From an optimization exercise on the open Yosys and OpenROAD flow, aimed at small area, a short achievable clock period and few clock cycles per item; shortcuts taken in it are not production practice. Where RTL was checked, it was by simulation tests only, not by an equivalence proof against the original. For runs 6 and 7, only the layout was checked, not whether the RTL still works.

==> flow/design.v (outline; a module is shown in full before it is edited, if it fits) <==
// module pla_ctrl: 83 lines
// module pla_dp: 1985 lines
// module polyline_length_accumulator_core: 43 lines
module polyline_length_accumulator_core (
    input  logic        i_clk,
    input  logic        i_rst_n,
    input  logic        i_in_valid,
    output logic        o_in_stall,
    input  logic [15:0] i_in_x,
    input  logic [15:0] i_in_y,
    input  logic        i_in_last,
    output logic        o_out_valid,
    input  logic        i_out_stall,
    output logic [31:0] o_out_length,
    output logic [15:0] o_out_count
);
  // ...
==> flow/flow/run.sh <==
#!/bin/bash
# the standard layout (the standard.sh: unchanged synthesis, floorplan,
# placement, clock tree, routing), with its timing repair aimed at a shorter
# period than the clock's: setup repair keeps going until each path has the
# margin below, instead of stopping once the 10 ns clock is met
bash standard.sh SETUP_SLACK_MARGIN=6.8 TNS_END_PERCENT=100 finish > standard.log 2>&1
==> flow/standard.sh <==
#!/bin/bash
# synth_recipe.tcl (not shown) runs the flow's synth.tcl, then flattens the netlist and writes it again
# the make line also repeats each setting of config.mk as NAME=value (left out here)
make -C /OpenROAD-flow-scripts/flow DESIGN_CONFIG=/design/flow/config.mk WORK_HOME=/design/flow/orfs CLKGATE_MAP_FILE= SYNTH_SCRIPT=/design/flow/synth_recipe.tcl "${@:-finish}"
==> flow/config.mk <==
export PLATFORM = sky130hd
export DESIGN_NAME = polyline_length_accumulator_core
export DESIGN_NICKNAME = polyline_length_accumulator_core
export VERILOG_FILES = /design/flow/design.v
export SDC_FILE = /design/flow/constraint.sdc
export NUM_CORES = 4
export LEC_CHECK = 0
export ABC_AREA = 1
export CAP_MARGIN = 20
export CORE_MARGIN = 2
export CORE_UTILIZATION = 40
export SLEW_MARGIN = 20
==> flow/constraint.sdc <==
create_clock -name core_clock -period 10.0 [get_ports {i_clk}]
set_input_delay 2.0000 -clock core_clock [delete_from_list [all_inputs] [get_ports {i_clk}]]
set_output_delay 2.0000 -clock core_clock [all_outputs]
set_load 0.01 [all_outputs]
==> summary.txt, run 1 <==
Die
  • Die area: 99100 sq um
  • Initial Util: 40.5%
  • # IOs: 87
  • Die width: 315 um

Drt
  • Highest metal used: met4
  • Residual DRC: 0
  • Routed wl met2: 44600 um
  • WL per Instance: 14.2 um

Final layout
  • Sequential share of cell area: 31.1%
  • Non-clk invs: 837
  • Max reg flops: 144
  • Seq_cells: 688
  • Non-clock buffering overhead: 6.05%
  • Fillers: 8832
  • Clkbuf count: 107
  • Largest cell class by area: multi-input combinational cells
  • Multi-In Gates: 3004

Clock tree
  • CTS tree: yes
  • Max Root-Sink Buffers: 3
  • Clk slew on worst S/H paths: 0.06 ns

Yosys
  • Yosys warnings: 3
  • Avg Cell Area, Syn: 8.26 sq um
  • Adder-Cell Fraction of Synth Area: 19.9%
  • Number of synthesized flops with an enable pin: 80
  • Area contributors post-synth: dfxtp_1 32%, fa_1 12%, nand2_1 12%, ha_1 8.1%, inv_1 8.1%
  • Compound-Gate Fraction of Synth Area: 7.88%
  • Post-Syn Instances: 4673
  • Largest family of logic cells by synthesized area: adder cells

Setup path
  • Crit. path cell count: 17
  • WP buf/inv: 3
  • Cell chain of the critical path: buf_8 -> buf_6 -> xnor2_4 -> ha_4 -> a21oi_4 -> o21ai_2 -> a21oi_2 -> nand2_2 -> nand2_4 -> nand2_8 -> xor2_1 -> ha_1 -> a21o_1 -> nand2_1 -> nand4_1 -> buf_4 -> xor2_1
  • Last element of the critical path: u_dp.q7_r[11]
  • Critical path's top delay family: compound AO/OA/AOI/OAI gates
  • Setup crit start: u_dp.q6_r[14]

Global route
  • First-pass GRT wire length: 144000 um
  • Vias in the first global route: 29400
  • Met3 Usage GRT: 2.57%

Place
  • Worst slack, placed: 4.91 ns

Outcome
  • Status: complete, no violations
Testbench counts, summed over its fixed seeds: cycles 7,066, points 6,831.
==> run 2, diff against run 1 <==
==> flow/flow/run.sh (replaced) <==
#!/bin/bash
# the standard layout (the standard.sh: unchanged synthesis, floorplan,
# placement, clock tree, routing), with its timing repair aimed at a shorter
# period than the clock's: setup repair keeps going until each path has the
# margin below, instead of stopping once the 10 ns clock is met
bash standard.sh SETUP_SLACK_MARGIN=7.2 TNS_END_PERCENT=100 finish > standard.log 2>&1
==> summary.txt, run 2 <==
Outcome
  • Status: complete, no violations (unchanged)

Yosys
  • Ys flop type: dfxtp_1 (unchanged)
  • Area contributors post-synth: dfxtp_1 32%, fa_1 12%, nand2_1 12%, ha_1 8.1%, inv_1 8.1% (unchanged)
  • Most frequent cell after synthesis: nand2_1 (unchanged)
  • Commonest cells post-synth: 1188 x nand2_1, 831 x inv_1, 608 x dfxtp_1, 251 x ha_1, 227 x fa_1 (unchanged)
  • Yosys warnings: 3 (unchanged)
  • Asr flop ratio synth: 0% (unchanged)
  • Mapped Area: 38600 sq um (unchanged)
  • Yosys top cell by area: dfxtp_1 (unchanged)
  • Yosys reg bits: 688 (unchanged)
  • Synth top area share: 31.5% (unchanged)
  • Post-Syn Instances: 4673 (unchanged)
  • Unique masters post-synth: 50 (unchanged)
  • Avg Cell Area, Syn: 8.26 sq um (unchanged)
  • Syn Nets: 5188 (unchanged)
  • Number of synthesized flops with an enable pin: 80 (unchanged)
  • Post-synthesis sequential area ratio: 37.7% (unchanged)

Drt
  • WL per Instance: 14.7 um (was 14.2 um)
  • Residual DRC: 0 (unchanged)
  • Routed via count: 30500 (was 29500)
  • Drt total wl: 94100 um (was 89100 um)
  • Initial drt markers: 1585 (was 1631)
  • Drt pass-1 iters: 5 (unchanged)
  • Post-route ant nets: 0 (unchanged)
  • Via/cell ratio: 4.78 (was 4.72)

Timing
  • Setup_tns: 0 ns (unchanged)
  • Skew final: 0.0267 ns (was 0.0174 ns)
  • RSZ-0062 raised after global routing: true (unchanged)
  • Max-slew headroom: 40.7% (was 36.6%)
  • Post-route setup slack: 6.66 ns (was 6.57 ns)
  • Minimum clock period: 3.34 ns (was 3.43 ns)
  • Final Setup Violations: 0 (unchanged)
  • Final period utilization: 33.4% (was 34.3%)
  • Least-Margin Pin Slew: 0.885 ns (was 0.950 ns)
  • Final Max Slew Viols: 0 (unchanged)
  • Final hold vios: 0 (unchanged)
  • Fmax: 299 MHz (was 292 MHz)

Final layout
  • Area growth from synthesis to layout: 28.0% (was 22.5%)
  • Largest reg by FF count: u_ctrl.r_e (unchanged)
  • Most frequent cells in the layout: 1087 x nand2_1, 764 x inv_1, 556 x dfxtp_1, 274 x buf_4, 187 x ha_1 (was 1118 x nand2_1, 784 x inv_1, 561 x dfxtp_1, 211 x ha_1, 201 x fa_1)
  • Max reg flops: 144 (unchanged)
  • Top flop regs: u_ctrl.r_e x144, u_dp.s_rad x33, u_dp.q1_rad x28 (unchanged)
  • Diode count: 0 (unchanged)
  • Flip-flop and latch area: 14700 sq um (about the same)
  • Layout Cells excl Fill: 6383 (was 6263)
  • Area occupied by multi-input gates: 23400 sq um (was 22300 sq um)
  • Core Util, Final: 51.9% (was 49.7%)
  • Share of layout cells above drive strength 1: 22.6% (was 17.1%)
  • Most common cell after layout, fill and taps aside: nand2_1 (unchanged)
  • Nets: 5576 (was 5453)
  • Fillers: 8610 (was 8832)

Die
  • Initial Util: 40.5% (unchanged)
  • # IOs: 87 (unchanged)
  • Die area: 99100 sq um (unchanged)
  • Site Rows: 113 (unchanged)
  • Die Y: 315 um (unchanged)
  • Floorplan core area: 95300 sq um (unchanged)
  • Die width: 315 um (unchanged)

Clock tree
  • Max Root-Sink Buffers: 3 (unchanged)
  • CTS tree: yes (unchanged)
  • Root Buffer: clkbuf_16 (unchanged)
  • CTS Sinks: 688 (unchanged)
  • Clk slew on worst S/H paths: 0.06 ns (about the same)
  • Cts bufs inserted: 74 (was 75)
  • Clock Latency Late Sink: 0.64 ns (was 0.63 ns)
  • CTS H-tree lvls: 3 (unchanged)
  • Cts hold-fix bufs: 0 (unchanged)

Setup path
  • Crit end category: register (unchanged)
  • Critical Path Fanout Max: 5 (was 8)
  • Max stage delay on crit path: 0.38 ns (was 0.40 ns)
  • WS Path Type: register to register (unchanged)
  • Worst Path Required: 10.57 ns (was 10.52 ns)
  • R2R Setup Slk: 6.66 ns (was 6.57 ns)
  • Cell chain of the critical path: buf_6 -> xnor2_2 -> ha_1 -> nand2_2 -> inv_2 -> nand2_2 -> nand2_2 -> a21oi_4 -> nand2_4 -> buf_4 -> buf_4 -> buf_4 -> buf_4 -> buf_4 -> buf_4 -> buf_4 -> buf_4 -> buf_4 -> buf_4 -> nand2_1 -> nand2_2 -> nand2_2 -> nand3_2 -> nand2_1 (was buf_8 -> buf_6 -> xnor2_4 -> ha_4 -> a21oi_4 -> o21ai_2 -> a21oi_2 -> nand2_2 -> nand2_4 -> nand2_8 -> xor2_1 -> ha_1 -> a21o_1 -> nand2_1 -> nand4_1 -> buf_4 -> xor2_1)
  • Most frequent CP cell: buf_4 (was xor2_1)
  • CP max stage cell: dfxtp_4 (was ha_1)
  • WP data arrival: 3.90 ns (was 3.95 ns)
  • CP startpoint kind: register (unchanged)

Place
  • Worst slack, placed: 5.08 ns (was 4.91 ns)
  • Port bufs: 86 (unchanged)
  • Cells after DPL: 5896 (was 5894)
  • GP Congestion: 0.852 (was 0.870)
  • Dpl hpwl: 60800 um (was 60000 um)

Flow run
  • Max-cap violation count: 0 (unchanged)

Hold path
  • HP Class: register to register (unchanged)

Global route
  • Vias in the first global route: 30500 (was 29400)
  • All-layer global routing usage: 18.5% (was 17.7%)
  • First-pass GRT wire length: 150000 um (was 144000 um)
  • Overflow after GRT: 0 (unchanged)
  • Initial antenna violation count: 0 (unchanged)
  • Largest net degree at the start of global routing: 99 (was 73)
run 2: cell counts after synthesis:
Identical to the previous run, type by type.
run 2: repair_timing:
action / 4_1_cts / 5_1_grt
cloned: 11 / 3
resized for setup: 707 / 279
buffers inserted: 239 / 101
setup endpoints to repair: 408 / 208
pin swaps: 282 / 267
run 2: per-layer routing:
| metal | GRT usage [%] | vias up | share of wire [%] |
|---|---|---|---|
| met5 | 0 | - | 0 |
| met4 | 6.53 | 0 | 3.6 |
| met3 | 2.77 | 236 | 3.8 |
| met2 | 32.9 | 594 | 50 |
| met1 | 22.6 | 14400 | 43 |
| li1 | - | 15200 | - |
run 2: cells by family after synthesis:
kind of cell,Yosys count,share of synthesized area (%)
compound gates,542,7.88
xor+xnor,342,7.76
fa+ha+maj,478,19.9
buf+inv,983,9.67
flops,688,37.7
simple gates,1640,17.1
run 2: area by class of cell:
type | count | share of cell area, %
Clock inverter | 34 | 0.840
Clock buffer | 99 | 4.16
Timing Repair inverter | 3 | 0.0607
Inverter | 835 | 6.43
Multi-Input combinational cell | 3008 | 47.4
Tap cell | 1265 | 3.20
Timing Repair Buffer | 451 | 8.20
Sequential cell | 688 | 29.8
run 2: path summary, 6_finish.rpt:
path                   startpoint              end  cells after the start
hold reg to reg   u_dp.q1_rad[21]  u_dp.q2_rad[21]                      0
setup / recovery    u_dp.q5_r[12]     u_dp.q6_q[0]                     24
setup reg to reg    u_dp.q5_r[12]     u_dp.q6_q[0]                     24
hold / removal    u_dp.q1_rad[21]  u_dp.q2_rad[21]                      0
run 2: critical path: cells and delay by family, from the launching register on:
kind,cells,cell delay (ns)
fa+ha+maj,1,0.36
flops,1,0.38
buf+inv,12,1.42
simple gates,9,0.81
compound gates,1,0.18
xor+xnor,1,0.13
run 2: metrics by stage:
| stage | hold slack (ns) | cell area (sq um) |
|---|---|---|
| finish | 0.310 | 49400 |
| floorplan | 0.310 | 40300 |
| detailed placement | 0.312 | 41600 |
| global placement | 0.311 | 41600 |
| CTS | 0.311 | 47500 |
| global route | 0.314 | 49400 |
==> run 3, diff against run 2 <==
==> flow/flow/run.sh (replaced) <==
#!/bin/bash
# the standard layout (the standard.sh: unchanged synthesis, floorplan,
# placement, clock tree, routing), with its timing repair aimed at a shorter
# period than the clock's: setup repair keeps going until each path has the
# margin below, instead of stopping once the 10 ns clock is met
bash standard.sh SETUP_SLACK_MARGIN=${MARGIN:-6.5} TNS_END_PERCENT=100 finish > standard.log 2>&1
--- a/flow/config.mk
+++ b/flow/config.mk
@@ -9,4 +9,6 @@
 export CAP_MARGIN = 20
 export CORE_MARGIN = 2
 export CORE_UTILIZATION = 40
+export CTS_BUF_LIST = sky130_fd_sc_hd__clkbuf_4 sky130_fd_sc_hd__clkbuf_8
+export CTS_CLUSTER_SIZE = 25
 export SLEW_MARGIN = 20
==> summary.txt, run 3 <==
Yosys
  • Xor/xnor share of the synthesized area: 7.76% (unchanged)
  • Largest family of logic cells by synthesized area: adder cells (unchanged)
  • Synth top area share: 31.5% (unchanged)
  • Avg Cell Area, Syn: 8.26 sq um (unchanged)
  • Ys flop type: dfxtp_1 (unchanged)
  • Synth Area in Simple Gates: 17.1% (unchanged)
  • Commonest cells post-synth: 1188 x nand2_1, 831 x inv_1, 608 x dfxtp_1, 251 x ha_1, 227 x fa_1 (unchanged)
  • Adder-Cell Fraction of Synth Area: 19.9% (unchanged)
  • Yosys reg bits: 688 (unchanged)
  • Post-synthesis mux area share: 0% (unchanged)
  • Yosys warnings: 3 (unchanged)
  • Mapped Area: 38600 sq um (unchanged)
  • Area contributors post-synth: dfxtp_1 32%, fa_1 12%, nand2_1 12%, ha_1 8.1%, inv_1 8.1% (unchanged)
  • Unique masters post-synth: 50 (unchanged)
  • Most frequent cell after synthesis: nand2_1 (unchanged)
  • Yosys top cell by area: dfxtp_1 (unchanged)
  • Compound-Gate Fraction of Synth Area: 7.88% (unchanged)
  • Post-synthesis sequential area ratio: 37.7% (unchanged)
  • Syn Nets: 5188 (unchanged)
  • Post-Syn Instances: 4673 (unchanged)
  • Asr flop ratio synth: 0% (unchanged)
  • Number of synthesized flops with an enable pin: 80 (unchanged)

Final layout
  • Max reg flops: 144 (unchanged)
  • Largest reg by FF count: u_ctrl.r_e (unchanged)
  • Fillers: 9248 (was 8610)
  • Most common cell after layout, fill and taps aside: nand2_1 (unchanged)
  • Share of layout cells above drive strength 1: 9.92% (was 22.6%)
  • Area growth from synthesis to layout: 15.1% (was 28.0%)
  • Nets: 5365 (was 5576)
  • Area occupied by multi-input gates: 20700 sq um (was 23400 sq um)
  • Top flop regs: u_ctrl.r_e x144, u_dp.s_rad x33, u_dp.q1_rad x28 (unchanged)
  • Design area: 44500 sq um (was 49400 sq um)
  • Flip-flop and latch area: 14700 sq um (about the same)
  • Most frequent cells in the layout: 1169 x nand2_1, 828 x inv_1, 572 x dfxtp_1, 250 x ha_1, 225 x fa_1 (was 1087 x nand2_1, 764 x inv_1, 556 x dfxtp_1, 274 x buf_4, 187 x ha_1)
  • Core Util, Final: 46.6% (was 51.9%)

Global route
  • All-layer global routing usage: 16.6% (was 18.5%)
  • Vias in the first global route: 28400 (was 30500)
  • Largest net degree at the start of global routing: 96 (was 99)
  • First-pass GRT wire length: 136000 um (was 150000 um)
  • Initial antenna violation count: 1 (was 0)
  • Overflow after GRT: 0 (unchanged)

Timing
  • Setup_tns: 0 ns (unchanged)
  • Fmax: 290 MHz (was 299 MHz)
  • Minimum clock period: 3.45 ns (was 3.34 ns)
  • Final hold vios: 0 (unchanged)
  • Least-Margin Pin Slew: 1.01 ns (was 0.885 ns)
  • Final Max Slew Viols: 0 (unchanged)
  • Skew final: 0.0467 ns (was 0.0267 ns)
  • Final Setup Violations: 0 (unchanged)
  • Max-slew headroom: 32.4% (was 40.7%)
  • Final period utilization: 34.5% (was 33.4%)
  • RSZ-0062 raised after global routing: true (unchanged)

Drt
  • Drt pass-1 iters: 5 (unchanged)
  • Residual DRC: 0 (unchanged)
  • Drt total wl: 83300 um (was 94100 um)
  • Post-route ant nets: 0 (unchanged)
  • Routed via count: 28800 (was 30500)
  • Initial drt markers: 1552 (was 1585)
  • WL per Instance: 13.4 um (was 14.7 um)
  • Via/cell ratio: 4.65 (was 4.78)

Setup path
  • WP data arrival: 4.06 ns (was 3.90 ns)
  • WS Path Type: register to register (unchanged)
  • CP startpoint kind: register (unchanged)
  • Critical Path Fanout Max: 8 (was 5)
  • Crit end category: register (unchanged)
  • Register-to-Register Path Depth: 21 (was 24)
  • Worst Path Required: 10.60 ns (was 10.57 ns)

Place
  • Port bufs: 86 (unchanged)
  • Dpl cell area: 40600 sq um (was 41600 sq um)
  • GP Congestion: 0.858 (was 0.852)
  • Dpl hpwl: 59400 um (was 60800 um)

Clock tree
  • Clk slew on worst S/H paths: 0.06 ns (about the same)
  • CTS tree: yes (unchanged)
  • Clock Latency Late Sink: 0.74 ns (was 0.64 ns)
  • Cts hold-fix bufs: 0 (unchanged)
  • Root Buffer: clkbuf_8 (was clkbuf_16)
  • CTS Sinks: 688 (unchanged)
  • CTS H-tree lvls: 3 (unchanged)
  • Cts bufs inserted: 109 (was 74)
  • Max Root-Sink Buffers: 3 (unchanged)

Hold path
  • Cell depth of the worst hold path: 0 (unchanged)
  • HP Class: register to register (unchanged)

Die
  • Die area: 99100 sq um (unchanged)
  • Site Rows: 113 (unchanged)
  • Initial Util: 40.5% (unchanged)
  • # IOs: 87 (unchanged)
  • Die Y: 315 um (unchanged)
  • Floorplan core area: 95300 sq um (unchanged)
  • Die width: 315 um (unchanged)

Flow run
  • Max-cap violation count: 0 (unchanged)

Outcome
  • Status: complete, no violations (unchanged)
run 3: cell count changes in the layout (fill, tap and decap cells not counted), moves of 48 or more:
cell	before	now
fa_2	50	2
ha_1	187	250
inv_2	66	5
nand2_1	1087	1169
buf_4	274	105
fa_1	177	225
clkbuf_16	77	0
inv_1	764	828
ha_4	60	0
a21oi_1	112	160
nand2_2	74	16
clkbuf_8	7	139
run 3: through the flow:
stage | hold WS, ns | cells | setup WS, ns
2_1_floorplan | 0.310 | 4673 | 6.50
3_3_place_gp | 0.310 | 5895 | 5.14
3_5_place_dp | 0.312 | 5895 | 5.12
4_1_cts | 0.303 | 6118 | 6.50
5_1_grt | 0.325 | 6204 | 6.34
6_report | 0.292 | 6204 | 6.55
run 3: cells by family (layout without fill, tap and decap cells):
group	count (synthesis)	in the layout
and+or+nand+nor	1640	1642
DFF	688	688
adders and majority gates	478	478
AOI/OAI and AO/OA	542	542
buffers and inverters	983	1246
xor gates and xnor gates	342	342
other	0	1
run 3: timing repair:
item	CTS	global route
gates cloned	0	2
setup endpoints to repair	183	121
gates resized for setup	165	133
pin swaps	7	70
setup buffers	24	83
run 3: worst max-delay path, stage by stage, from the launching register on:
cell,delay [ns]
dfxtp_4,0.40
buf_8,0.16
xnor2_2,0.13
ha_1,0.37
a21oi_2,0.18
nand2_1,0.08
a21oi_2,0.22
nand2_2,0.08
nand2_2,0.09
nand2_4,0.08
buf_6,0.14
buf_6,0.11
xor2_1,0.13
ha_1,0.36
nand2_2,0.10
nand2_2,0.06
a21oi_4,0.16
o21ai_2,0.09
buf_4,0.15
nand2_2,0.06
nand2_2,0.05
xor2_1,0.14
run 3: metal layers:
metal | up-vias | track usage [%] | wire (um)
li1 | 14800 | - | -
met1 | 13300 | 20.6 | 37500
met2 | 540 | 29.0 | 40100
met3 | 175 | 2.76 | 3240
met4 | 0 | 5.95 | 2430
met5 | - | 0 | 0
run 3: path summary, 6_finish.rpt:
check	start	endpoint	slack (ns)
worst max-delay path	u_dp.q6_r[14]	u_dp.q7_r[10]	6.55
worst min-delay path	u_dp.q1_rad[20]	u_dp.q2_rad[20]	0.29
worst max register to register	u_dp.q6_r[14]	u_dp.q7_r[10]	6.55
worst min register to register	u_dp.q1_rad[20]	u_dp.q2_rad[20]	0.29
run 3: layout make-up:
cell class / count / area share (%)
antenna: 1 / 0.00563
sequential: 688 / 33.0
clock buffer: 170 / 4.83
inverter: 835 / 7.08
timing repair buffer: 212 / 4.20
tap: 1265 / 3.56
clock inverter: 29 / 0.667
multi-input combinational: 3004 / 46.6
==> run 4, diff against run 3 <==
--- a/flow/config.mk
+++ b/flow/config.mk
@@ -9,6 +9,7 @@
 export CAP_MARGIN = 20
 export CORE_MARGIN = 2
 export CORE_UTILIZATION = 40
-export CTS_BUF_LIST = sky130_fd_sc_hd__clkbuf_4 sky130_fd_sc_hd__clkbuf_8
-export CTS_CLUSTER_SIZE = 25
+export CTS_BUF_LIST = sky130_fd_sc_hd__clkbuf_16
+export CTS_CLUSTER_DIAMETER = 80
+export CTS_CLUSTER_SIZE = 30
 export SLEW_MARGIN = 20
==> summary.txt, run 4 <==
Final layout
  • Core Util, Final: 45.4% (was 46.6%)
  • Largest reg by FF count: u_ctrl.r_e (unchanged)
  • Most common cell after layout, fill and taps aside: nand2_1 (unchanged)
  • Layout Cells excl Fill: 6059 (was 6204)
  • Top flop regs: u_ctrl.r_e x144, u_dp.s_rad x33, u_dp.q1_rad x28 (unchanged)
  • Share of layout cells above drive strength 1: 7.18% (was 9.92%)
  • Max reg flops: 144 (unchanged)
  • Diode count: 0 (was 1)
  • Area growth from synthesis to layout: 12.0% (was 15.1%)
  • Design area: 43300 sq um (was 44500 sq um)
  • Most frequent cells in the layout: 1167 x nand2_1, 833 x inv_1, 572 x dfxtp_1, 242 x ha_1, 225 x fa_1 (was 1169 x nand2_1, 828 x inv_1, 572 x dfxtp_1, 250 x ha_1, 225 x fa_1)
  • Nets: 5287 (was 5365)

Yosys
  • Synth top area share: 31.5% (unchanged)
  • Syn Nets: 5188 (unchanged)
  • Avg Cell Area, Syn: 8.26 sq um (unchanged)
  • Post-Syn Instances: 4673 (unchanged)
  • Commonest cells post-synth: 1188 x nand2_1, 831 x inv_1, 608 x dfxtp_1, 251 x ha_1, 227 x fa_1 (unchanged)
  • Mapped Area: 38600 sq um (unchanged)
  • Most frequent cell after synthesis: nand2_1 (unchanged)
  • Unique masters post-synth: 50 (unchanged)
  • Yosys reg bits: 688 (unchanged)
  • Ys flop type: dfxtp_1 (unchanged)
  • Yosys top cell by area: dfxtp_1 (unchanged)
  • Area contributors post-synth: dfxtp_1 32%, fa_1 12%, nand2_1 12%, ha_1 8.1%, inv_1 8.1% (unchanged)
  • Post-synthesis sequential area ratio: 37.7% (unchanged)
  • Number of synthesized flops with an enable pin: 80 (unchanged)
  • Yosys warnings: 3 (unchanged)
  • Asr flop ratio synth: 0% (unchanged)

Drt
  • WL per Instance: 13.5 um (was 13.4 um)
  • Drt pass-1 iters: 5 (unchanged)
  • Post-route ant nets: 0 (unchanged)
  • Residual DRC: 0 (unchanged)
  • Initial drt markers: 1586 (was 1552)
  • Via/cell ratio: 4.68 (was 4.65)
  • Drt total wl: 82000 um (was 83300 um)
  • Routed via count: 28300 (was 28800)

Place
  • Worst slack, placed: 5.12 ns (unchanged)
  • Cells after DPL: 5895 (unchanged)
  • Dpl hpwl: 59400 um (unchanged)
  • Dpl cell area: 40600 sq um (unchanged)
  • Port bufs: 86 (unchanged)
  • GP Congestion: 0.858 (unchanged)

Setup path
  • R2R Setup Slk: 6.56 ns (was 6.55 ns)
  • WP buf/inv: 1 (was 4)
  • Crit end category: primary output (was register)
  • Max stage delay on crit path: 0.54 ns (was 0.40 ns)
  • Worst Path Required: 8.00 ns (was 10.60 ns)
  • WP data arrival: 1.45 ns (was 4.06 ns)
  • Cell chain of the critical path: clkdlybuf4s50_1 (was buf_8 -> xnor2_2 -> ha_1 -> a21oi_2 -> nand2_1 -> a21oi_2 -> nand2_2 -> nand2_2 -> nand2_4 -> buf_6 -> buf_6 -> xor2_1 -> ha_1 -> nand2_2 -> nand2_2 -> a21oi_4 -> o21ai_2 -> buf_4 -> nand2_2 -> nand2_2 -> xor2_1)
  • CP max stage cell: clkdlybuf4s50_1 (was dfxtp_4)
  • Critical Path Fanout Max: 1 (was 8)
  • CP startpoint kind: register (unchanged)
  • WS Path Type: register to primary output (was register to register)
  • Critical path's top delay family: buffers and inverters (was adder cells)

Clock tree
  • Clock Latency Late Sink: 0.60 ns (was 0.74 ns)
  • Max Root-Sink Buffers: 3 (unchanged)
  • CTS tree: yes (unchanged)
  • Cts bufs inserted: 36 (was 109)
  • Cts hold-fix bufs: 0 (unchanged)
  • CTS Sinks: 688 (unchanged)
  • CTS H-tree lvls: 2 (was 3)
  • Clk slew on worst S/H paths: 0.10 ns (was 0.06 ns)
  • Root Buffer: clkbuf_16 (was clkbuf_8)

Timing
  • Max-slew headroom: 34.4% (was 32.4%)
  • Minimum clock period: 3.45 ns (about the same)
  • Post-route setup slack: 6.55 ns (about the same)
  • Final hold vios: 0 (unchanged)
  • Skew final: 0.0270 ns (was 0.0467 ns)
  • Hold slack final: 0.321 ns (was 0.292 ns)
  • Final period utilization: 34.5% (about the same)
  • Setup_tns: 0 ns (unchanged)
  • RSZ-0062 raised after global routing: true (unchanged)
  • Final Setup Violations: 0 (unchanged)
  • Least-Margin Pin Slew: 0.983 ns (was 1.01 ns)
  • Final Max Slew Viols: 0 (unchanged)
  • Fmax: 290 MHz (about the same)

Die
  • Die area: 99100 sq um (unchanged)
  • # IOs: 87 (unchanged)
  • Site Rows: 113 (unchanged)
  • Die Y: 315 um (unchanged)
  • Floorplan core area: 95300 sq um (unchanged)
  • Die width: 315 um (unchanged)
  • Initial Util: 40.5% (unchanged)

Global route
  • Largest net degree at the start of global routing: 96 (unchanged)
  • All-layer global routing usage: 16.3% (was 16.6%)
  • First-pass GRT wire length: 134000 um (was 136000 um)
  • Grt met1 use: 20.7% (was 20.6%)
  • Initial antenna violation count: 0 (was 1)
  • Met2 Resource Use GR: 28.9% (was 29.0%)
  • GRT Max-Usage Layer: met2 (unchanged)
  • Vias in the first global route: 27700 (was 28400)
  • Overflow after GRT: 0 (unchanged)
  • Met3 Usage GRT: 1.78% (was 2.76%)

Outcome
  • Status: complete, no violations (unchanged)

Hold path
  • HP Class: register to register (unchanged)

Flow run
  • Max-cap violation count: 0 (unchanged)
-- run 4: cell counts after synthesis --
No cell type changed its count.
-- run 4: logic make-up (layout without fill, tap and decap cells) --
group,count (synthesis),in the layout,share of synthesized area [%]
compound gates,542,542,7.88
flops,688,688,37.7
simple gates,1640,1643,17.1
xor+xnor,342,342,7.76
buf+inv,983,1101,9.67
fa+ha+maj,478,478,19.9
-- run 4: repair_timing --
item | in CTS | in global routing
setup buffers | 22 | 79
gates cloned | 0 | 3
pin swaps | 7 | 71
resized for setup | 125 | 137
setup endpoints to repair | 245 | 125
-- run 4: final cells by class --
cell class                      instances  area, sq um
Clock buffer                           37          926
Sequential cell                       688        14700
Multi-Input combinational cell       3005        20800
Tap cell                             1265         1580
Inverter                              835         3150
Clock inverter                         23          308
Fill cell                            9366        52000
Timing Repair Buffer                  206         1810
-- run 4: worst paths after layout --
check | from | end | cells after the start
worst min register to register | u_dp.q1_rad[20] | u_dp.q2_rad[20] | 0
worst max register to register | u_dp.b_dy[14] | u_dp.t_c19_0 | 9
worst max-delay path | u_ctrl.r_e[0][6] | o_out_count[6] | 1
worst min-delay path | u_dp.q1_rad[20] | u_dp.q2_rad[20] | 0
-- run 4: per-layer routing --
| layer | up-vias | wire length, um |
|---|---|---|
| li1 | 14600 | - |
| met1 | 13100 | 37500 |
| met2 | 429 | 39600 |
| met3 | 142 | 2580 |
| met4 | 0 | 2310 |
| met5 | - | 0 |
==> run 5, diff against run 4 <==
--- a/flow/config.mk
+++ b/flow/config.mk
@@ -9,7 +9,4 @@
 export CAP_MARGIN = 20
 export CORE_MARGIN = 2
 export CORE_UTILIZATION = 40
-export CTS_BUF_LIST = sky130_fd_sc_hd__clkbuf_16
-export CTS_CLUSTER_DIAMETER = 80
-export CTS_CLUSTER_SIZE = 30
 export SLEW_MARGIN = 20
==> summary.txt, run 5 <==
Outcome
  • Status: complete, no violations (unchanged)

Final layout
  • Nets: 5307 (was 5287)
  • Top flop regs: u_ctrl.r_e x144, u_dp.s_rad x33, u_dp.q1_rad x28 (unchanged)
  • Core Util, Final: 46.4% (was 45.4%)
  • Max reg flops: 144 (unchanged)
  • Most common cell after layout, fill and taps aside: nand2_1 (unchanged)
  • Most frequent cells in the layout: 1174 x nand2_1, 830 x inv_1, 574 x dfxtp_1, 249 x ha_1, 225 x fa_1 (was 1167 x nand2_1, 833 x inv_1, 572 x dfxtp_1, 242 x ha_1, 225 x fa_1)
  • Diode count: 0 (unchanged)
  • Share of layout cells above drive strength 1: 7.54% (was 7.18%)
  • Area growth from synthesis to layout: 14.5% (was 12.0%)
  • Design area: 44200 sq um (was 43300 sq um)
  • Largest reg by FF count: u_ctrl.r_e (unchanged)

Yosys
  • Unique masters post-synth: 50 (unchanged)
  • Number of synthesized flops with an enable pin: 80 (unchanged)
  • Largest family of logic cells by synthesized area: adder cells (unchanged)
  • Syn Nets: 5188 (unchanged)
  • Ys flop type: dfxtp_1 (unchanged)
  • Post-Syn Instances: 4673 (unchanged)
  • Synth top area share: 31.5% (unchanged)
  • Most frequent cell after synthesis: nand2_1 (unchanged)
  • Yosys warnings: 3 (unchanged)
  • Asr flop ratio synth: 0% (unchanged)
  • Adder-Cell Fraction of Synth Area: 19.9% (unchanged)
  • Synth Area in Simple Gates: 17.1% (unchanged)
  • Post-synthesis sequential area ratio: 37.7% (unchanged)
  • Yosys reg bits: 688 (unchanged)
  • Post-synthesis mux area share: 0% (unchanged)
  • Area contributors post-synth: dfxtp_1 32%, fa_1 12%, nand2_1 12%, ha_1 8.1%, inv_1 8.1% (unchanged)
  • Commonest cells post-synth: 1188 x nand2_1, 831 x inv_1, 608 x dfxtp_1, 251 x ha_1, 227 x fa_1 (unchanged)
  • Yosys top cell by area: dfxtp_1 (unchanged)
  • Compound-Gate Fraction of Synth Area: 7.88% (unchanged)
  • Avg Cell Area, Syn: 8.26 sq um (unchanged)
  • Mapped Area: 38600 sq um (unchanged)
  • Xor/xnor share of the synthesized area: 7.76% (unchanged)

Clock tree
  • CTS tree: yes (unchanged)
  • CTS H-tree lvls: 3 (was 2)
  • Max Root-Sink Buffers: 3 (unchanged)
  • CTS Sinks: 688 (unchanged)
  • Clock Latency Late Sink: 0.64 ns (was 0.60 ns)
  • Root Buffer: clkbuf_16 (unchanged)
  • Cts bufs inserted: 73 (was 36)
  • Clk slew on worst S/H paths: 0.06 ns (was 0.10 ns)

Drt
  • Routed via count: 28500 (was 28300)
  • Via/cell ratio: 4.67 (was 4.68)
  • Drt total wl: 82600 um (was 82000 um)
  • Drt pass-1 iters: 6 (was 5)
  • WL per Instance: 13.5 um (about the same)
  • Post-route ant nets: 0 (unchanged)
  • Residual DRC: 0 (unchanged)
  • Initial drt markers: 1524 (was 1586)

Timing
  • Least-Margin Pin Slew: 1.01 ns (was 0.983 ns)
  • Setup_tns: 0 ns (unchanged)
  • Final Max Slew Viols: 0 (unchanged)
  • Fmax: 291 MHz (was 290 MHz)
  • Max-slew headroom: 32.4% (was 34.4%)
  • RSZ-0062 raised after global routing: true (unchanged)
  • Final hold vios: 0 (unchanged)
  • Final Setup Violations: 0 (unchanged)
  • Skew final: 0.0304 ns (was 0.0270 ns)
  • Final period utilization: 34.3% (was 34.5%)
  • Minimum clock period: 3.43 ns (was 3.45 ns)

Place
  • Dpl cell area: 40600 sq um (unchanged)
  • GP Congestion: 0.858 (unchanged)
  • Dpl hpwl: 59400 um (unchanged)
  • Port bufs: 86 (unchanged)

Setup path
  • CP startpoint kind: register (unchanged)
  • Crit end category: register (was primary output)
  • WP data arrival: 3.94 ns (was 1.45 ns)
  • Worst Path Required: 10.51 ns (was 8.00 ns)
  • WS Path Type: register to register (was register to primary output)
  • Critical Path Fanout Max: 8 (was 1)

Die
  • Site Rows: 113 (unchanged)
  • Die width: 315 um (unchanged)
  • Floorplan core area: 95300 sq um (unchanged)
  • Die Y: 315 um (unchanged)
  • # IOs: 87 (unchanged)
  • Initial Util: 40.5% (unchanged)
  • Die area: 99100 sq um (unchanged)

Flow run
  • Max-cap violation count: 0 (unchanged)

Hold path
  • HP Class: register to register (unchanged)

Global route
  • Initial antenna violation count: 0 (unchanged)
  • All-layer global routing usage: 16.6% (was 16.3%)
  • First-pass GRT wire length: 136000 um (was 134000 um)
  • Largest net degree at the start of global routing: 96 (unchanged)
  • Overflow after GRT: 0 (unchanged)
  • Vias in the first global route: 28000 (was 27700)
[run 5: cell counts after synthesis]
Identical to the previous run, type by type.
[run 5: routing by layer]
| layer | global-route usage (%) | vias up | part of all wire, % |
|---|---|---|---|
| li1 | - | 14700 | - |
| met4 | 5.80 | 0 | 3.5 |
| met2 | 29.1 | 478 | 48 |
| met1 | 20.8 | 13200 | 45 |
| met3 | 2.38 | 194 | 3.3 |
| met5 | 0 | - | 0 |
[run 5: final cells by class]
| class | instances | area, sq um |
|---|---|---|
| clock buffer | 102 | 2100 |
| clock inverter | 32 | 317 |
| fill | 9278 | 51100 |
| inverter | 835 | 3150 |
| multi-input combinational | 3005 | 20700 |
| sequential | 688 | 14700 |
| tap | 1265 | 1580 |
| timing repair buffer | 189 | 1670 |
[run 5: per-stage QoR]
step	setup slack, ns	hold slack [ns]	std cells
2_1_floorplan	6.50	0.310	4673
3_3_place_gp	5.14	0.310	5895
3_5_place_dp	5.12	0.312	5895
4_1_cts	6.47	0.296	6045
5_1_grt	6.39	0.307	6116
6_report	6.57	0.309	6116
[run 5: worst paths after layout]
kind | start | end | slack (ns) | depth (start not counted)
worst min-delay path | u_dp.s_rad[2] | u_dp.q1_rad[2] | 0.31 | 0
worst max-delay path | u_dp.b_dx[15] | u_dp.t_c16_0 | 6.57 | 9
worst max register to register | u_dp.b_dx[15] | u_dp.t_c16_0 | 6.57 | 9
worst min register to register | u_dp.s_rad[2] | u_dp.q1_rad[2] | 0.31 | 0
[run 5: cell families after synthesis]
group / count (synthesis)
AOI/OAI and AO/OA: 542
xor gates and xnor gates: 342
DFF: 688
adders and majority gates: 478
and+or+nand+nor: 1640
buffers and inverters: 983
[run 5: worst max-delay path: stages, from the launching register on]
cell     delay (ns)
dfxtp_4        0.43
nand2_1        0.10
fa_1           0.55
inv_1          0.06
fa_1           0.53
inv_1          0.07
fa_1           0.53
inv_1          0.05
fa_1           0.51
fa_1           0.47
[run 5: repair_timing]
item | CTS | global route
setup endpoints to repair | 241 | 117
setup buffers | 16 | 68
gates cloned | 0 | 3
gates resized for setup | 127 | 106
hold buffers | 0 | 0
pin swaps | 6 | 56
==> module pla_ctrl, before the edit <==
module pla_ctrl #(
    parameter int M = 4
) (
    input  logic        i_clk,
    input  logic        i_rst_n,
    input  logic        i_in_valid,
    input  logic        i_in_last,
    output logic        o_in_stall,
    output logic        o_xfer,
    input  logic [16:0] i_root,
    input  logic        i_seg,
    input  logic        i_last,
    output logic        o_out_valid,
    input  logic        i_out_stall,
    output logic [31:0] o_out_length,
    output logic [15:0] o_out_count
);
    logic [M-1:0]  r_pend;      
    logic [16:0]   r_lo;
    logic          r_c;
    logic [14:0]   r_hi;
    logic          r_sat;
    logic [15:0]   r_cnt;
    logic          r_clr, r_ld;
    logic [15:0]   hi_inc;
    logic          ovf;
    logic [16:0]   base_lo;
    logic [17:0]   add_lo;
    logic [15:0]   base_cnt;
    logic          inc, pop, push;
    logic [47:0]   res;
    logic [47:0]   r_e [M];      
    logic [M-1:0]  r_v;          
    assign o_xfer = i_in_valid && !r_pend[M-1] && i_rst_n;
    assign inc    = o_xfer && i_in_last;
    assign pop    = r_v[0] && !i_out_stall;
    assign hi_inc   = {1'b0, r_hi} + 16'(r_c);
    assign ovf      = r_sat || hi_inc[15];
    assign base_lo  = r_clr ? 17'd0 : r_lo;
    assign add_lo   = {1'b0, base_lo} + {1'b0, i_seg ? i_root : 17'd0};
    assign base_cnt = r_clr ? 16'd0 : r_cnt;
    assign push = r_ld;
    assign res  = {ovf ? 32'hFFFF_FFFF : {hi_inc[14:0], r_lo}, r_cnt};
    always_ff @(posedge i_clk) begin
        if (!i_rst_n) begin
            r_pend <= '0;
            r_ld   <= 1'b0;
            r_clr  <= 1'b1;
            r_v    <= '0;
        end else begin
            for (int k = 0; k < M; k++) begin
                if (inc && !pop) begin
                    r_pend[k] <= (k == 0) ? 1'b1 : r_pend[k-1];
                end else if (pop && !inc) begin
                    r_pend[k] <= (k == M - 1) ? 1'b0 : r_pend[k+1];
                end
                if (push && !pop) begin
                    r_v[k] <= (k == 0) ? 1'b1 : r_v[k-1];
                end else if (pop && !push) begin
                    r_v[k] <= (k == M - 1) ? 1'b0 : r_v[k+1];
                end
            end
            r_ld  <= i_last;
            r_clr <= i_last;
        end
        r_lo  <= add_lo[16:0];
        r_c   <= add_lo[17];
        r_hi  <= r_clr ? 15'd0 : hi_inc[14:0];
        r_sat <= r_clr ? 1'b0 : ovf;
        r_cnt <= base_cnt + 16'(i_seg && base_cnt != 16'hFFFF);
        for (int k = 0; k < M; k++) begin
            if (pop) begin
                r_e[k] <= (k < M - 1 && r_v[(k < M - 1) ? k + 1 : k]) ? r_e[(k < M - 1) ? k + 1 : k] : res;
            end else if (!r_v[k]) begin
                r_e[k] <= res;
            end
        end
    end
    assign o_in_stall   = r_pend[M-1];
    assign o_out_valid  = r_v[0];
    assign o_out_length = r_e[0][47:16];
    assign o_out_count  = r_e[0][15:0];
endmodule
==> run 6, diff against run 5 <==
--- a/flow/design.v
+++ b/flow/design.v
@@ -21,12 +21,12 @@
     logic [14:0]   r_hi;
     logic          r_sat;
     logic [15:0]   r_cnt;
-    logic          r_clr, r_ld;
-    logic [15:0]   hi_inc;
-    logic          ovf;
+    logic          r_clr;
+    logic [15:0]   hi_p0, hi_p1;
     logic [16:0]   base_lo;
     logic [17:0]   add_lo;
-    logic [15:0]   base_cnt;
+    logic [15:0]   base_cnt, cnt_n;
+    logic [31:0]   sum_n;
     logic          inc, pop, push;
     logic [47:0]   res;
     logic [47:0]   r_e [M];      
@@ -34,17 +34,24 @@
     assign o_xfer = i_in_valid && !r_pend[M-1] && i_rst_n;
     assign inc    = o_xfer && i_in_last;
     assign pop    = r_v[0] && !i_out_stall;
-    assign hi_inc   = {1'b0, r_hi} + 16'(r_c);
-    assign ovf      = r_sat || hi_inc[15];
+    assign hi_p0    = {1'b0, r_hi} + 16'(r_c);
+    assign hi_p1    = {1'b0, r_hi} + 16'(r_c) + 16'd1;
     assign base_lo  = r_clr ? 17'd0 : r_lo;
     assign add_lo   = {1'b0, base_lo} + {1'b0, i_seg ? i_root : 17'd0};
     assign base_cnt = r_clr ? 16'd0 : r_cnt;
-    assign push = r_ld;
-    assign res  = {ovf ? 32'hFFFF_FFFF : {hi_inc[14:0], r_lo}, r_cnt};
+    assign cnt_n    = base_cnt + 16'(i_seg && base_cnt != 16'hFFFF);
+    always_comb begin
+        if (!r_clr && (r_sat || (add_lo[17] ? hi_p1[15] : hi_p0[15]))) begin
+            sum_n = 32'hFFFF_FFFF;
+        end else begin
+            sum_n = {r_clr ? 15'd0 : (add_lo[17] ? hi_p1[14:0] : hi_p0[14:0]), add_lo[16:0]};
+        end
+    end
+    assign push = i_last;
+    assign res  = {sum_n, cnt_n};
     always_ff @(posedge i_clk) begin
         if (!i_rst_n) begin
             r_pend <= '0;
-            r_ld   <= 1'b0;
             r_clr  <= 1'b1;
             r_v    <= '0;
         end else begin
@@ -60,14 +67,13 @@
                     r_v[k] <= (k == M - 1) ? 1'b0 : r_v[k+1];
                 end
             end
-            r_ld  <= i_last;
             r_clr <= i_last;
         end
         r_lo  <= add_lo[16:0];
         r_c   <= add_lo[17];
-        r_hi  <= r_clr ? 15'd0 : hi_inc[14:0];
-        r_sat <= r_clr ? 1'b0 : ovf;
-        r_cnt <= base_cnt + 16'(i_seg && base_cnt != 16'hFFFF);
+        r_hi  <= r_clr ? 15'd0 : hi_p0[14:0];
+        r_sat <= !r_clr && (r_sat || hi_p0[15]);
+        r_cnt <= cnt_n;
         for (int k = 0; k < M; k++) begin
             if (pop) begin
                 r_e[k] <= (k < M - 1 && r_v[(k < M - 1) ? k + 1 : k]) ? r_e[(k < M - 1) ? k + 1 : k] : res;
==> summary.txt, run 6 <==
Setup path
  • Crit end category: register (unchanged)
  • R2R Setup Slk: 6.43 ns (was 6.57 ns)
  • Reg-to-reg endpoint: u_dp.q7_r[14] (was u_dp.t_c16_0)
  • WP data arrival: 4.12 ns (was 3.94 ns)
  • Critical Path Fanout Max: 8 (unchanged)
  • FF-to-FF Start: u_dp.q6_r[14] (was u_dp.b_dx[15])
  • CP startpoint kind: register (unchanged)
  • WS Path Type: register to register (unchanged)
  • Worst Path Required: 10.54 ns (was 10.51 ns)
  • Setup crit start: u_dp.q6_r[14] (was u_dp.b_dx[15])
  • Register-to-Register Path Depth: 26 (was 9)

Yosys
  • Synth top area share: 31.5% (about the same)
  • Avg Cell Area, Syn: 8.48 sq um (was 8.26 sq um)
  • Yosys warnings: 3 (unchanged)
  • Largest family of logic cells by synthesized area: adder cells (unchanged)
  • Yosys top cell by area: dfxtp_1 (unchanged)
  • Post-synthesis sequential area ratio: 37.7% (about the same)
  • Number of synthesized flops with an enable pin: 80 (unchanged)
  • Mapped Area: 38600 sq um (about the same)
  • Asr flop ratio synth: 0% (unchanged)
  • Area contributors post-synth: dfxtp_1 31%, fa_1 12%, nand2_1 9.2%, ha_1 8.2%, inv_1 7.6% (was dfxtp_1 32%, fa_1 12%, nand2_1 12%, ha_1 8.1%, inv_1 8.1%)
  • Post-synthesis mux area share: 0.233% (was 0%)
  • Post-Syn Instances: 4548 (was 4673)
  • Ys flop type: dfxtp_1 (unchanged)
  • Most frequent cell after synthesis: nand2_1 (unchanged)
  • Syn Nets: 5064 (was 5188)
  • Adder-Cell Fraction of Synth Area: 19.9% (about the same)
  • Commonest cells post-synth: 941 x nand2_1, 786 x inv_1, 607 x dfxtp_1, 279 x nand3_1, 252 x ha_1 (was 1188 x nand2_1, 831 x inv_1, 608 x dfxtp_1, 251 x ha_1, 227 x fa_1)
  • Yosys reg bits: 687 (was 688)
  • Compound-Gate Fraction of Synth Area: 7.35% (was 7.88%)
  • Unique masters post-synth: 45 (was 50)
  • Synth Area in Simple Gates: 17.5% (was 17.1%)
  • Xor/xnor share of the synthesized area: 7.99% (was 7.76%)

Clock tree
  • CTS tree: yes (unchanged)
  • Root Buffer: clkbuf_16 (unchanged)
  • Max Root-Sink Buffers: 3 (unchanged)
  • CTS H-tree lvls: 3 (unchanged)
  • Clock Latency Late Sink: 0.63 ns (was 0.64 ns)
  • Cts bufs inserted: 75 (was 73)
  • Clk slew on worst S/H paths: 0.06 ns (about the same)
  • CTS Sinks: 687 (was 688)
  • Cts hold-fix bufs: 0 (unchanged)

Place
  • Cells after DPL: 5768 (was 5895)
  • Port bufs: 86 (unchanged)
  • GP Congestion: 0.835 (was 0.858)
  • Dpl cell area: 40700 sq um (was 40600 sq um)
  • Dpl hpwl: 57800 um (was 59400 um)

Timing
  • Fmax: 280 MHz (was 291 MHz)
  • Final Max Slew Viols: 0 (unchanged)
  • Max-slew headroom: 41.2% (was 32.4%)
  • Least-Margin Pin Slew: 0.873 ns (was 1.01 ns)
  • Skew final: 0.0217 ns (was 0.0304 ns)
  • Setup_tns: 0 ns (unchanged)
  • Final period utilization: 35.7% (was 34.3%)
  • Minimum clock period: 3.57 ns (was 3.43 ns)
  • Final Setup Violations: 0 (unchanged)
  • Final hold vios: 0 (unchanged)
  • RSZ-0062 raised after global routing: true (unchanged)

Drt
  • WL per Instance: 13.7 um (was 13.5 um)
  • Residual DRC: 0 (unchanged)
  • Drt pass-1 iters: 7 (was 6)
  • Via/cell ratio: 4.72 (was 4.67)
  • Routed via count: 28700 (was 28500)
  • Post-route ant nets: 0 (unchanged)
  • Initial drt markers: 1489 (was 1524)
  • Drt total wl: 83700 um (was 82600 um)

Final layout
  • Most frequent cells in the layout: 899 x nand2_1, 769 x inv_1, 566 x dfxtp_1, 263 x nand3_1, 235 x ha_1 (was 1174 x nand2_1, 830 x inv_1, 574 x dfxtp_1, 249 x ha_1, 225 x fa_1)
  • Core Util, Final: 48.6% (was 46.4%)
  • Share of layout cells above drive strength 1: 14.8% (was 7.54%)
  • Area growth from synthesis to layout: 20.0% (was 14.5%)
  • Top flop regs: u_ctrl.r_e x144, u_dp.s_rad x33, u_dp.q1_rad x28 (unchanged)
  • Nets: 5280 (was 5307)
  • Max reg flops: 144 (unchanged)
  • Largest reg by FF count: u_ctrl.r_e (unchanged)
  • Layout Cells excl Fill: 6089 (was 6116)
  • Most common cell after layout, fill and taps aside: nand2_1 (unchanged)
  • Fillers: 8963 (was 9278)
  • Design area: 46300 sq um (was 44200 sq um)
  • Diode count: 0 (unchanged)

Hold path
  • Hold_sp: u_dp.q2_rad[17] (was u_dp.s_rad[2])
  • Cell depth of the worst hold path: 0 (unchanged)
  • Worst Hold Endpoint: u_dp.q3_rad[17] (was u_dp.q1_rad[2])
  • HP Class: register to register (unchanged)

Global route
  • First-pass GRT wire length: 136000 um (about the same)
  • Overflow after GRT: 0 (unchanged)
  • All-layer global routing usage: 16.5% (was 16.6%)
  • Largest net degree at the start of global routing: 88 (was 96)
  • Initial antenna violation count: 0 (unchanged)
  • Vias in the first global route: 27800 (was 28000)

Die
  • Floorplan core area: 95300 sq um (unchanged)
  • Site Rows: 113 (unchanged)
  • Die Y: 315 um (about the same)
  • Die width: 315 um (about the same)
  • # IOs: 87 (unchanged)
  • Initial Util: 40.5% (about the same)
  • Die area: 99000 sq um (was 99100 sq um)

Outcome
  • Status: complete, no violations (unchanged)

Flow run
  • Max-cap violation count: 0 (unchanged)
==> run 6: worst max-delay path, stage by stage, from the launching register on <==
cell      delay [ns]
dfxtp_4         0.40
buf_6           0.13
xnor2_2         0.12
ha_1            0.34
nand2_1         0.11
nand2_2         0.06
a21oi_2         0.12
nor2_1          0.06
a211oi_2        0.22
nand2_2         0.10
nand2_4         0.11
nand2_8         0.08
xor2_1          0.16
ha_1            0.30
nand2_1         0.08
o21bai_2        0.16
nand2_1         0.08
a21oi_2         0.15
nand2_1         0.08
nand2_2         0.08
nand2_1         0.06
nand2_2         0.07
nand2_1         0.07
nand2_2         0.08
nand2_1         0.06
nand2_1         0.06
xor2_1          0.13
==> run 6: stage by stage <==
stage	hold slack [ns]	setup slack (ns)
2_1_floorplan	0.310	6.31
3_3_place_gp	0.311	4.90
3_5_place_dp	0.312	4.90
4_1_cts	0.314	6.36
5_1_grt	0.325	6.16
6_report	0.317	6.43
==> run 6: kinds of logic (layout without fill, tap and decap cells) <==
group | count (synthesis) | count (layout)
AO/OA/AOI/OAI | 509 | 509
adder cells (fa/ha/maj) | 479 | 479
buffers and inverters | 943 | 1216
AND/OR/NAND/NOR | 1569 | 1572
flip-flops | 687 | 687
XOR/XNOR | 352 | 352
multiplexers | 9 | 9
==> run 6: cell type report <==
type                            instances  area, sq um  share of cell area, %
Multi-Input combinational cell       2921        21700                   46.9
Clock buffer                          106         2260                   4.88
Sequential cell                       687        14700                   31.7
Timing Repair Buffer                  289         2630                   5.69
Clock inverter                         31          464                   1.00
Inverter                              790         2990                   6.47
Tap cell                             1265         1580                   3.42
==> run 6: worst max-delay path by stage <==
stage	to	slack, ns	cells after the start
3_3_place_gp	u_ctrl.r_v[1]	4.90	9
5_1_grt	u_dp.q7_r[14]	6.16	26
2_1_floorplan	u_dp.b_dx[16]	6.31	12
3_5_place_dp	u_ctrl.r_v[0]	4.90	8
4_1_cts	u_dp.t_c20_0	6.36	10
6_report	u_dp.q7_r[14]	6.43	26
==> run 6: what timing repair did <==
action | in CTS | in global routing
setup buffers | 55 | 121
gates resized for setup | 191 | 265
cloned | 3 | 5
pin swaps | 55 | 173
setup endpoints to repair | 302 | 134
==> run 6: metal layers <==
metal	GRT usage [%]	part of all wire, %	vias up
met3	2.41	3.3	154
met1	20.8	45	13400
met5	0	0	-
met4	5.40	3.0	0
li1	-	-	14600
met2	29.1	49	502
==> run 7, diff against run 6 <==
--- a/flow/config.mk
+++ b/flow/config.mk
@@ -9,4 +9,7 @@
 export CAP_MARGIN = 20
 export CORE_MARGIN = 2
 export CORE_UTILIZATION = 40
+export CTS_BUF_LIST = sky130_fd_sc_hd__clkbuf_16
+export CTS_CLUSTER_DIAMETER = 80
+export CTS_CLUSTER_SIZE = 30
 export SLEW_MARGIN = 20
==> summary.txt, run 7 <==
Setup path
  • Max stage delay on crit path: 0.37 ns (was 0.40 ns)
  • FF-to-FF Start: u_dp.q6_r[14] (unchanged)
  • WS Path Type: register to register (unchanged)
  • Critical Path Fanout Max: 6 (was 8)
  • CP max stage cell: dfxtp_4 (unchanged)
  • Setup crit start: u_dp.q6_r[14] (unchanged)
  • CP startpoint kind: register (unchanged)
  • WP data arrival: 4.10 ns (was 4.12 ns)
  • Crit end category: register (unchanged)
  • Worst Path Required: 10.54 ns (about the same)

Timing
  • RSZ-0062 raised after global routing: true (unchanged)
  • Final Setup Violations: 0 (unchanged)
  • Minimum clock period: 3.56 ns (was 3.57 ns)
  • Final period utilization: 35.6% (was 35.7%)
  • Setup_tns: 0 ns (unchanged)
  • Fmax: 281 MHz (was 280 MHz)
  • Final hold vios: 0 (unchanged)
  • Max-slew headroom: 44.1% (was 41.2%)
  • Final Max Slew Viols: 0 (unchanged)
  • Least-Margin Pin Slew: 0.830 ns (was 0.873 ns)
  • Skew final: 0.0416 ns (was 0.0217 ns)

Clock tree
  • CTS H-tree lvls: 2 (was 3)
  • Clock Latency Late Sink: 0.61 ns (was 0.63 ns)
  • Root Buffer: clkbuf_16 (unchanged)
  • Cts bufs inserted: 39 (was 75)
  • CTS tree: yes (unchanged)
  • Cts hold-fix bufs: 0 (unchanged)
  • CTS Sinks: 687 (unchanged)
  • Clk slew on worst S/H paths: 0.10 ns (was 0.06 ns)
  • Max Root-Sink Buffers: 3 (unchanged)

Drt
  • Drt pass-1 iters: 5 (was 7)
  • Drt total wl: 83500 um (was 83700 um)
  • Routed via count: 28500 (was 28700)
  • Residual DRC: 0 (unchanged)
  • Via/cell ratio: 4.72 (about the same)
  • Initial drt markers: 1630 (was 1489)
  • WL per Instance: 13.8 um (was 13.7 um)
  • Post-route ant nets: 0 (unchanged)

Yosys
  • Post-Syn Instances: 4548 (unchanged)
  • Synth top area share: 31.5% (unchanged)
  • Yosys top cell by area: dfxtp_1 (unchanged)
  • Ys flop type: dfxtp_1 (unchanged)
  • Yosys warnings: 3 (unchanged)
  • Mapped Area: 38600 sq um (unchanged)
  • Unique masters post-synth: 45 (unchanged)
  • Yosys reg bits: 687 (unchanged)
  • Asr flop ratio synth: 0% (unchanged)
  • Syn Nets: 5064 (unchanged)
  • Number of synthesized flops with an enable pin: 80 (unchanged)
  • Avg Cell Area, Syn: 8.48 sq um (unchanged)
  • Commonest cells post-synth: 941 x nand2_1, 786 x inv_1, 607 x dfxtp_1, 279 x nand3_1, 252 x ha_1 (unchanged)
  • Most frequent cell after synthesis: nand2_1 (unchanged)
  • Area contributors post-synth: dfxtp_1 31%, fa_1 12%, nand2_1 9.2%, ha_1 8.2%, inv_1 7.6% (unchanged)
  • Post-synthesis sequential area ratio: 37.7% (unchanged)

Place
  • GP Congestion: 0.835 (unchanged)
  • Dpl hpwl: 57800 um (unchanged)
  • Cells after DPL: 5768 (unchanged)
  • Port bufs: 86 (unchanged)

Final layout
  • Top flop regs: u_ctrl.r_e x144, u_dp.s_rad x33, u_dp.q1_rad x28 (unchanged)
  • Nets: 5257 (was 5280)
  • Share of layout cells above drive strength 1: 14.6% (was 14.8%)
  • Fillers: 9077 (was 8963)
  • Most common cell after layout, fill and taps aside: nand2_1 (unchanged)
  • Area growth from synthesis to layout: 17.4% (was 20.0%)
  • Layout Cells excl Fill: 6032 (was 6089)
  • Largest reg by FF count: u_ctrl.r_e (unchanged)
  • Diode count: 0 (unchanged)
  • Max reg flops: 144 (unchanged)
  • Most frequent cells in the layout: 895 x nand2_1, 769 x inv_1, 564 x dfxtp_1, 263 x nand3_1, 228 x ha_1 (was 899 x nand2_1, 769 x inv_1, 566 x dfxtp_1, 263 x nand3_1, 235 x ha_1)

Global route
  • Vias in the first global route: 27400 (was 27800)
  • Initial antenna violation count: 0 (unchanged)
  • First-pass GRT wire length: 134000 um (was 136000 um)
  • Overflow after GRT: 0 (unchanged)
  • Largest net degree at the start of global routing: 88 (unchanged)
  • All-layer global routing usage: 16.2% (was 16.5%)

Flow run
  • Max-cap violation count: 0 (unchanged)

Die
  • Initial Util: 40.5% (unchanged)
  • Die area: 99000 sq um (unchanged)
  • Die Y: 315 um (unchanged)
  • # IOs: 87 (unchanged)
  • Site Rows: 113 (unchanged)
  • Die width: 315 um (unchanged)
  • Floorplan core area: 95300 sq um (unchanged)

Hold path
  • HP Class: register to register (unchanged)
  • Hold_sp: u_dp.q5_rad[3] (was u_dp.q2_rad[17])

Outcome
  • Status: complete, no violations (unchanged)
run 7: cell counts after synthesis:
No cell type changed its count.
run 7: through the flow:
step | setup WS, ns | cell area (sq um) | utilization [%] | hold WS (ns)
detailed placement | 4.90 | 40700 | 42.7 | 0.312
finish | 6.44 | 45300 | 47.6 | 0.333
CTS | 6.49 | 43000 | 45.1 | 0.336
global placement | 4.90 | 40700 | 42.7 | 0.311
floorplan | 6.31 | 38900 | - | 0.310
global route | 6.18 | 45300 | 47.6 | 0.336
run 7: cells by family (layout without fill, tap and decap cells):
| group | Yosys count | after routing | share of synthesized area [%] |
|---|---|---|---|
| simple gates | 1569 | 1571 | 17.5 |
| compound gates | 509 | 509 | 7.35 |
| buf+inv | 943 | 1160 | 9.31 |
| xor+xnor | 352 | 352 | 7.99 |
| fa+ha+maj | 479 | 479 | 19.9 |
| flops | 687 | 687 | 37.7 |
| mux | 9 | 9 | 0.233 |
run 7: metal layers:
layer  wire [um]  global-route usage, %
met5           0                      0
met2       41300                   28.9
met4        2230                   4.86
met1       37400                   20.6
met3        2560                   1.71
run 7: critical path, delay by kind of cell (launching register included):
family,cells,cell delay (ns)
flops,1,0.37
xor+xnor,3,0.42
fa+ha+maj,2,0.63
buf+inv,1,0.14
simple gates,16,1.21
compound gates,4,0.71
run 7: path summary, 6_finish.rpt:
path / to / cells past startpoint / slack (ns)
setup / recovery: u_dp.q7_r[14] / 26 / 6.44
hold / removal: u_dp.q6_rad[3] / 0 / 0.33
setup reg to reg: u_dp.q7_r[14] / 26 / 6.44
hold reg to reg: u_dp.q6_rad[3] / 0 / 0.33
run 7: final cells by class:
| class | instances | area, sq um | area share, % |
|---|---|---|---|
| Multi-Input combinational cell | 2920 | 21800 | 48.2 |
| Sequential cell | 687 | 14700 | 32.4 |
| Inverter | 790 | 3000 | 6.61 |
| Timing Repair Buffer | 303 | 2800 | 6.18 |
| Tap cell | 1265 | 1580 | 3.49 |
| Clock buffer | 39 | 976 | 2.15 |
| Clock inverter | 28 | 443 | 0.977 |
run 7: what timing repair did:
action                     in CTS  in global routing
cloned                          2                  6
setup buffers                  55                134
setup endpoints to repair     300                138
pin swaps                      46                180
gates resized for setup       190                295

## separate check: timing with driven ports
In the flow no input, the clock included, has a driving cell. The finished layouts below were timed again as built, in two steps. Step 1 sets driving cells, clkbuf_16 on the clock port and buf_2 on the other inputs (assumed; they add their load-dependent delay and slew). Step 2, shift: input delay + t, output delay - t, t = (earliest + latest rising clock arrival at the registers) / 2. This alone moves slack from input paths to output paths. Three values: ideal ports, drivers, drivers and shift; two values: the first two.
run | t, ns | slack for setup (ns) | hold WS [ns] | clock arrival spread, ns | slew at the worst register clock pin (ns)
run 1 | 0.681 | 6.571 / 6.571 / 6.175 | 0.317 / 0.317 / 0.317 | 0.023 / 0.023 | 0.07 / 0.07
run 2 | 0.695 | 6.661 / 6.661 / 6.407 | 0.310 / 0.310 / 0.310 | 0.031 / 0.031 | 0.07 / 0.07
run 3 | 0.780 | 6.549 / 6.521 / 5.873 | 0.292 / 0.292 / 0.292 | 0.051 / 0.051 | 0.07 / 0.07
run 4 | 0.652 | 6.551 / 6.487 / 6.000 | 0.321 / 0.321 / 0.321 | 0.042 / 0.042 | 0.12 / 0.12
run 5 | 0.685 | 6.565 / 6.539 / 5.976 | 0.309 / 0.309 / 0.309 | 0.038 / 0.039 | 0.07 / 0.07
run 6 | 0.686 | 6.428 / 6.428 / 5.979 | 0.317 / 0.317 / 0.317 | 0.023 / 0.023 | 0.06 / 0.06
run 7 | 0.655 | 6.441 / 6.441 / 5.983 | 0.333 / 0.333 / 0.333 | 0.051 / 0.051 | 0.12 / 0.12
After both steps every run listed still meets setup and hold. The setup slack of run 3, which loses most, moves by -0.028 ns with the drivers and by -0.676 ns with both steps.
